Context: an optimization exercise on an open-source flow, tuned for small area and a short achievable clock period. The choices shown serve that exercise and are no tape-out recipe. Only simulation tests tie the RTL to the original design; equivalence was not proved.

==> v7: inputs <==
// core_top
module core_top (
	input wire clk,
	input wire res,
	input wire inst_valid,
	input wire [core_pkg::xlen-1:0] inst_code,
	output logic wb_valid,
	output logic [core_pkg::reg_idx_w-1:0] wb_reg,
	output logic [core_pkg::xlen-1:0] wb_data,
	output logic wb_sat
);
clock: 11.0 ns
lec_check: 0
cap_margin: 20
core_margin: 2
core_utilization: 45
cts_buf_list: sky130_fd_sc_hd__clkbuf_16
cts_cluster_diameter: 80
cts_cluster_size: 24
place_density: 0.6
setup_slack_margin: 5
slew_margin: 20
synth_hierarchical: 1
synth_minimum_keep_size: 0
run.sh (not shown) runs the stock make flow with config.mk's settings and CLKGATE_MAP_FILE= SYNTH_SCRIPT=/design/flow/synth_recipe.tcl, a recipe that flattens the netlist after the stock synthesis.
==> v38 (differences from v7) <==
--- a/flow/config.mk
+++ b/flow/config.mk
@@ -8,9 +8,9 @@
 export CAP_MARGIN = 20
 export CORE_MARGIN = 2
-export CORE_UTILIZATION = 45
+export CORE_UTILIZATION = 55
 export CTS_BUF_LIST = sky130_fd_sc_hd__clkbuf_16
 export CTS_CLUSTER_DIAMETER = 80
 export CTS_CLUSTER_SIZE = 24
-export PLACE_DENSITY = 0.6
+export PLACE_DENSITY = 0.7
 export SETUP_SLACK_MARGIN = 5
 export SLEW_MARGIN = 20
==> summary of the runs <==
- Of v7 and v38, v38 has the higher setup slack (gap 0.12 ns).
- Against v7, the hold slack of v38 is higher by 0.0087 ns.
- First-iteration DRC count: v38 is smaller than v7 (about 6%).
- Of v38 and v7, v38 has the higher register-to-register slack (gap 0.05 ns).

* * *

==> build 68 <==
core_top, a different RTL version from the one above (not shown whole).
==> module alu, before the edit <==
module alu (
	input wire [core_pkg::xlen-1:0] a,
	input wire [core_pkg::xlen-1:0] b,
	input wire core_pkg::alu_op_t op,
	input wire use_sub,
	input wire left,
	input wire [4:0] sh_n,
	output logic [17:0] dot,
	output logic dot_en,
	output logic [core_pkg::xlen-1:0] other,
	output logic sat
);
	logic [4:0] sh;
	logic [4:0] rot_amt;
	logic [5:0][31:0] rot_n;
	logic [31:0] rot;
	logic [31:0] therm;
	logic [31:0] mask;
	logic fill;
	logic [31:0] shifted;
	logic [31:0] sum;
	logic [31:0] p;
	logic [3:0] a_bnz, b_bnz;
	logic a_nz, b_nz, a_pos, b_pos, both_pos, both_neg;
	logic eq;
	logic lt;
	logic bit0;
	logic dot_nz;
	logic is_add, is_sub, is_slt, is_sle, is_xor, is_lor, is_land;
	logic is_sll, is_srl, is_sra, is_rot, is_li, is_dot;
	logic [core_pkg::xlen-1:0] raw;
	logic raw_nz;
	logic sat_up;
	logic sat_dn;
	logic is_arith, msb_other, up_arith, dn_arith, up_other, dn_other, keep;
	logic keep_if_neg, keep_if_pos;
	assign is_add = op == core_pkg::alu_add;
	assign is_sub = op == core_pkg::alu_sub;
	assign is_slt = op == core_pkg::alu_slt;
	assign is_sle = op == core_pkg::alu_sle;
	assign is_xor = op == core_pkg::alu_xor;
	assign is_lor = op == core_pkg::alu_lor;
	assign is_land = op == core_pkg::alu_land;
	assign is_sll = op == core_pkg::alu_sll;
	assign is_srl = op == core_pkg::alu_srl;
	assign is_sra = op == core_pkg::alu_sra;
	assign is_rot = op == core_pkg::alu_rotcw || op == core_pkg::alu_rotacw;
	assign is_li = op == core_pkg::alu_li;
	assign is_dot = op == core_pkg::alu_dotp;
	assign sh = ~sh_n;
	assign rot_amt = left ? sh_n + 5'd1 : sh;  
	assign rot_n[0] = a;
	for (genvar k = 0; k < 5; k++)
	begin : g_rot
		for (genvar i = 0; i < 32; i++)
		begin : g_bit
			mux2i_cell u_mux (
				.s(rot_amt[k]),
				.a0(rot_n[k][i]),
				.a1(rot_n[k][(i + (1 << k)) % 32]),
				.y(rot_n[k+1][i])
			);
		end
	end
	assign rot = ~rot_n[5];
	always_comb
		for (int k = 0; k < 32; k++)
			therm[k] = (5'(k) >= sh);
	always_comb
		for (int k = 0; k < 32; k++)
			mask[k] = is_rot || (is_sll ? therm[k] : therm[31-k]);
	assign fill = is_sra && a[31];
	assign shifted = (rot & mask) | ({32{fill}} & ~mask);
	add32 add_inst (
		.a(a),
		.b(b),
		.sub(use_sub),
		.p(p),
		.y(sum)
	);
	assign eq = &p;
	assign lt = (a[31] != b[31]) ? a[31] : sum[31];
	always_comb
		for (int k = 0; k < 4; k++)
		begin
			a_bnz[k] = a[8*k +: 8] != '0;
			b_bnz[k] = b[8*k +: 8] != '0;
		end
	assign a_nz = |a_bnz;
	assign b_nz = |b_bnz;
	assign a_pos = !a[31] && a_nz;
	assign b_pos = !b[31] && b_nz;
	assign both_pos = a_pos && b_pos;
	assign both_neg = a[31] && b[31];
	assign dot_nz = |(a_bnz & b_bnz);
	dotp_unit dotp_inst (
		.a(a),
		.b(b),
		.y(dot)
	);
	always_comb
	begin
		bit0 = 1'b0;
		if (is_slt)
			bit0 = lt;
		if (is_sle)
			bit0 = lt || eq;
		if (is_lor)
			bit0 = a_nz || b_nz;
		if (is_land)
			bit0 = a_nz && b_nz;
	end
	assign raw = ({32{is_add || is_sub}} & sum)
		| ({32{is_xor}} & p)
		| ({32{is_sll || is_srl || is_sra || is_rot}} & shifted)
		| ({32{is_li}} & b)
		| {31'd0, bit0};
	always_comb
	begin
		raw_nz = 1'b0;
		if (is_add)
			raw_nz = !(a[30:0] == '0 && b[30:0] == '0);
		if (is_sub)
			raw_nz = !eq;
		if (is_xor)
			raw_nz = p != '0;
		if (is_slt || is_sle || is_lor || is_land)
			raw_nz = bit0;
		if (is_rot)
			raw_nz = a_nz;
		if (is_sll || is_srl || is_sra)
			raw_nz = shifted != '0;
		if (is_li)
			raw_nz = b_nz;
		if (is_dot)
			raw_nz = dot_nz;
	end
	assign is_arith = is_add || is_sub;
	assign msb_other = (is_xor && p[31]) || (is_li && b[31])
		|| ((is_sll || is_srl || is_sra || is_rot) && shifted[31]);
	assign up_arith = both_pos && is_arith;
	assign dn_arith = both_neg && raw_nz && is_arith;
	assign up_other = both_pos && msb_other;
	assign dn_other = both_neg && raw_nz && !is_arith && !msb_other;
	assign keep_if_neg = !(up_arith || up_other || dn_other);
	assign keep_if_pos = !(dn_arith || up_other || dn_other);
	a21o_cell u_sat_up (.a1(sum[31]), .a2(up_arith), .b1(up_other), .y(sat_up));
	assign sat_dn = (dn_arith && !sum[31]) || dn_other;
	mux2_cell u_keep (.s(sum[31]), .a0(keep_if_pos), .a1(keep_if_neg), .y(keep));
	for (genvar i = 1; i < 31; i++)
	begin : g_other
		a21o_cell u_other (.a1(raw[i]), .a2(keep), .b1(sat_up), .y(other[i]));
	end
	assign other[0] = raw[0] || !keep;
	assign other[31] = (raw[31] && keep) || sat_dn;
	assign dot_en = is_dot && !sat_dn;
	assign sat = sat_up || sat_dn;
endmodule
clock: 11.0 ns
lec_check: 0
cap_margin: 20
core_margin: 2
core_utilization: 55
cts_buf_list: sky130_fd_sc_hd__clkbuf_16
cts_cluster_diameter: 80
cts_cluster_size: 24
place_density: 0.7
setup_slack_margin: 5
slew_margin: 20
synth_hierarchical: 1
synth_minimum_keep_size: 0
==> trial 66 (differences from build 68) <==
--- a/flow/design.v
+++ b/flow/design.v
@@ -301,2 +301,4 @@
 	logic [31:0] therm;
+	logic [31:0] therm_r;
+	logic shift_msb, shift_nz;
 	logic [31:0] mask;
@@ -354,5 +356,10 @@
 		for (int k = 0; k < 32; k++)
-			mask[k] = is_rot || (is_sll ? therm[k] : therm[31-k]);
+			therm_r[k] = therm[31-k];
+	always_comb
+		for (int k = 0; k < 32; k++)
+			mask[k] = is_rot || (is_sll ? therm[k] : therm_r[k]);
 	assign fill = is_sra && a[31];
 	assign shifted = (rot & mask) | ({32{fill}} & ~mask);
+	assign shift_msb = (is_sll || is_srl || is_sra || is_rot) && shifted[31];
+	assign shift_nz = is_sll ? |(a & therm_r) : (is_srl ? a_nz : 1'b1);
 	add32 add_inst (
@@ -415,3 +422,3 @@
 		if (is_sll || is_srl || is_sra)
-			raw_nz = shifted != '0;
+			raw_nz = shift_nz;
 		if (is_li)
@@ -422,4 +429,3 @@
 	assign is_arith = is_add || is_sub;
-	assign msb_other = (is_xor && p[31]) || (is_li && b[31])
-		|| ((is_sll || is_srl || is_sra || is_rot) && shifted[31]);
+	assign msb_other = (is_xor && p[31]) || (is_li && b[31]) || shift_msb;
 	assign up_arith = both_pos && is_arith;
@@ -439,3 +445,3 @@
 	assign other[31] = (raw[31] && keep) || sat_dn;
-	assign dot_en = is_dot && !sat_dn;
+	assign dot_en = is_dot && !dn_other;  
 	assign sat = sat_up || sat_dn;
==> out/results.ini <==
[yosys]
synth_cells=5328

[power_and_ir_drop]
p_int_w=0.00608
power_frac_seq_pct=59.6

[floorplan]
initial_core_util_pct=55.6

[final_layout]
nets=5497

[clock_network]
clk-insertion-delay-late_ns=0.70

[status]
outcome=timing/DRC/antenna clean

[timing]
hold-worst-slack_ns=0.402
finalClockSkew_ns=0.0296

[grt]
antenna_found_initial=11

the above is filed under trial 66

==> out/results.ini <==
[yosys]
synth_cells=5279

[status]
outcome=timing/DRC/antenna clean

[timing]
hold-worst-slack_ns=0.411
tightest_slew_ns=1.14
finalClockSkew_ns=0.0329

[grt]
antenna_found_initial=13

[floorplan]
fp-row-count=123

[clock_network]
clk_pin_slew_ns=0.10

[power_and_ir_drop]
power_per_cell_area_nw_per_um2=120
p_int_w=0.00608
power_frac_seq_pct=59.8
vdd_ir_drop_max_mv=0.186

[setup_path]
crit_chain=clkdlybuf4s50_1, inv_1, buf_4, nor3_1, o2111a_1, buf_4, a222oi_1, nand4_1, nor2_1, nand4_1, a21boi_2, a221o_1

[place]
gp_congestion=1.01

[final_layout]
nets=5447

the above is filed under build 68

## port drivers added, routing unchanged
The flow's constraints put no driver on any port. The routed layouts listed below were extracted and timed again, unchanged, in two steps.
Step 1 (the two cells are an assumption about what drives the block):
set clk [get_ports {clk}]
set_driving_cell -lib_cell sky130_fd_sc_hd__clkbuf_16 $clk
set_driving_cell -lib_cell sky130_fd_sc_hd__buf_2 [delete_from_list [all_inputs] $clk]
Step 2 moves the port delays by t, midway between the first and last clock arrival at a register: inputs arrive t later, outputs are due t later. That takes back most of the time a late clock gives input paths.
Slacks: ideal / step 1 / step 2; pairs: ideal / step 1.
| run | t, ns | setup slack, ns | hold slack, ns |
|---|---|---|---|
| v7 | 0.790 | 5.095 / 5.145 / 4.355 | 0.395 / 0.395 / 0.395 |
| v38 | 0.751 | 5.213 / 5.239 / 4.504 | 0.404 / 0.404 / 0.404 |
| build 68 | 0.749 | 5.273 / 5.307 / 4.576 | 0.411 / 0.411 / 0.411 |
| trial 66 | 0.754 | 5.146 / 5.196 / 4.442 | 0.402 / 0.402 / 0.402 |
After both steps every run listed still meets setup and hold. The setup slack of v7, which loses most, moves by +0.050 ns with the drivers and by -0.740 ns with both steps.
